Context: an optimization exercise on an open-source flow, tuned for small area, a short achievable clock period and few clock cycles per item. The choices shown serve that exercise and are no tape-out recipe. Function was checked by simulation only, so behaviour that the tests miss may differ from the original.

## dct_core
module dct_core (
    input  logic        clk,
    input  logic        rst,
    input  logic [31:0] in_data_i,
    input  logic        in_empty_n_i,
    output logic        in_read_o,
    output logic [31:0] out_data_o,
    output logic        out_last_o,
    input  logic        out_full_n_i,
    output logic        out_write_o
);
    function automatic logic signed [15:0] cosv(input logic [4:0] idx);
        case (idx)
            5'd0:  cosv = 16'sd16384;
            5'd1:  cosv = 16'sd16069;
            5'd2:  cosv = 16'sd15137;
            5'd3:  cosv = 16'sd13623;
            5'd4:  cosv = 16'sd11585;
            5'd5:  cosv = 16'sd9102;
            5'd6:  cosv = 16'sd6270;
            5'd7:  cosv = 16'sd3196;
            5'd8:  cosv = 16'sd0;
            5'd9:  cosv = -16'sd3196;
            5'd10: cosv = -16'sd6270;
            5'd11: cosv = -16'sd9102;
            5'd12: cosv = -16'sd11585;
            5'd13: cosv = -16'sd13623;
            5'd14: cosv = -16'sd15137;
            5'd15: cosv = -16'sd16069;
            5'd16: cosv = -16'sd16384;
            5'd17: cosv = -16'sd16069;
            5'd18: cosv = -16'sd15137;
            5'd19: cosv = -16'sd13623;
            5'd20: cosv = -16'sd11585;
            5'd21: cosv = -16'sd9102;
            5'd22: cosv = -16'sd6270;
            5'd23: cosv = -16'sd3196;
            5'd24: cosv = 16'sd0;
            5'd25: cosv = 16'sd3196;
  ...
For scale: ~16000 cells after synthesis, roughly 3600 flip-flops, ~71 I/O pins, ~180000 um^2 of cells after synthesis.
export LEC_CHECK = 0
export CAP_MARGIN = 20
export CORE_MARGIN = 2
export CORE_UTILIZATION = 45
export CTS_CLUSTER_DIAMETER = 80
export CTS_CLUSTER_SIZE = 28
export SLEW_MARGIN = 20
create_clock -name core_clock -period 10.0 [get_ports {clk}]
standard.sh (not shown) runs the stock make flow with config.mk's settings and CLKGATE_MAP_FILE= SYNTH_SCRIPT=/design/flow/synth_recipe.tcl, a recipe that flattens the netlist after the stock synthesis.
==> flow/flow/run.sh <==
#!/bin/bash
set -euo pipefail
export SETUP_SLACK_MARGIN=5.4
bash standard.sh MATCH_CELL_FOOTPRINT=0 finish > standard.log 2>&1
Testbench counts at the start, summed over its fixed seeds: cycles 3,712, blocks 48.
Rerun with:
==> flow/run.sh (new file) <==
#!/bin/bash
# synth_recipe.tcl (not shown) runs the flow's synth.tcl, then flattens the netlist and writes it again
# the make line also repeats each setting of config.mk as NAME=value (left out here)
make -C /OpenROAD-flow-scripts/flow DESIGN_CONFIG=/design/flow/config.mk WORK_HOME=/design/flow/orfs CLKGATE_MAP_FILE= SYNTH_SCRIPT=/design/flow/synth_recipe.tcl finish
- SETUP_SLACK_MARGIN: unset -> 5
removed: flow/flow/run.sh
removed: flow/standard.sh
Non-clock buffer count fell by 315.
Setup slack loses 0.18 ns.
Global-route usage fell by 0.70 points.
Rerun with:
==> flow/flow/run.sh (new file) <==
#!/bin/bash
set -euo pipefail
export SETUP_SLACK_MARGIN=5.4
bash standard.sh > standard.log 2>&1
==> flow/standard.sh (new file) <==
#!/bin/bash
# synth_recipe.tcl (not shown) runs the flow's synth.tcl, then flattens the netlist and writes it again
# the make line also repeats each setting of config.mk as NAME=value (left out here)
make -C /OpenROAD-flow-scripts/flow DESIGN_CONFIG=/design/flow/config.mk WORK_HOME=/design/flow/orfs CLKGATE_MAP_FILE= SYNTH_SCRIPT=/design/flow/synth_recipe.tcl "${@:-finish}"
- SETUP_SLACK_MARGIN: 5 -> unset
removed: flow/run.sh
Effect: The changed run passed the timing, DRC and antenna checks; design area goes up by 3.3%; utilization climbs by 1.6 points; non-clock buffer count came out higher by 307.

========
Setup of rev 12:
dct_core, a different RTL version from the one above (not shown whole).
Size in the first run: roughly 17000 cells after synthesis, about 3700 flip-flops, ~71 I/O pins.
Design dct_core, start of the top module:
module dct_core (
    input  logic        clk,
    input  logic        rst,
    input  logic [31:0] in_data_i,
    input  logic        in_empty_n_i,
    output logic        in_read_o,
    output logic [31:0] out_data_o,
    output logic        out_last_o,
    input  logic        out_full_n_i,
    output logic        out_write_o
);
Settings: LEC_CHECK=0, CAP_MARGIN=20, CORE_MARGIN=2, CORE_UTILIZATION=60, SETUP_SLACK_MARGIN=5, SLEW_MARGIN=20; clock period 10.0 ns.
run.sh (not shown) runs the stock make flow with config.mk's settings and CLKGATE_MAP_FILE= SYNTH_SCRIPT=/design/flow/synth_recipe.tcl, a recipe that flattens the netlist after the stock synthesis.
Stock flow here: none of the scripts above is used.
Rev 12 completed; timing, DRC and antenna clean
Testbench counts of rev 12, summed over its fixed seeds: cycles 3,720, blocks 48.
Here is what was changed in the inputs of rev 13 compared with rev 12.
Settings: CTS_CLUSTER_DIAMETER: unset -> 80; CTS_CLUSTER_SIZE: unset -> 28; CORE_UTILIZATION: 60 -> 45.
==> results.txt <==
In the reports for rev 12 and rev 13, the larger met3 routed wirelength belongs to rev 12. Overall die area (rev 12 / rev 13): 0.75. Per the comparison of rev 13 with rev 12, number of standard cells in the layout, taps in and fillers out went up, number of global-route vias before repair went down, count of antenna diodes in the layout went down. Rev 13 reports its worst setup path endpoint as s3_zs[14] while rev 12 reports s3b_z63[36].

==> re-timing with driven ports <==
No port has a modelled driver above. Below, the same layouts with a new extraction and two added sets of constraints. Step 1 sets driving cells, clkbuf_16 on the clock port and buf_2 on the other inputs (assumed; they add their load-dependent delay and slew). Step 2 times the ports against the registers' clock, not the clock port: input delays grow and output delays shrink by t, the midpoint of the rising clock arrivals with the driver on. Slacks: ideal ports / drivers / drivers and shift; pairs: ideal ports / drivers.
| run | t, ns | slack for setup (ns) | worst register clock-pin slew, ns | cell pins on the clock port's net |
|---|---|---|---|---|
| the first run of note 1 | 1.052 | 5.092 / 5.092 / 4.499 | 0.12 / 0.12 | 1 |
| the second run of note 1 | 1.051 | 4.911 / 4.911 / 4.408 | 0.11 / 0.11 | 1 |
| the third run of note 1 | 1.047 | 5.046 / 5.046 / 4.540 | 0.12 / 0.12 | 1 |
| rev 12 | 1.028 | 4.895 / 4.895 / 4.846 | 0.07 / 0.07 | 1 |
| rev 13 | 1.053 | 4.986 / 4.986 / 4.986 | 0.11 / 0.11 | 1 |
After both steps every run listed still meets setup and hold. The setup slack of the first run of note 1, which loses most, moves by 0.000 ns with the drivers and by -0.593 ns with both steps.
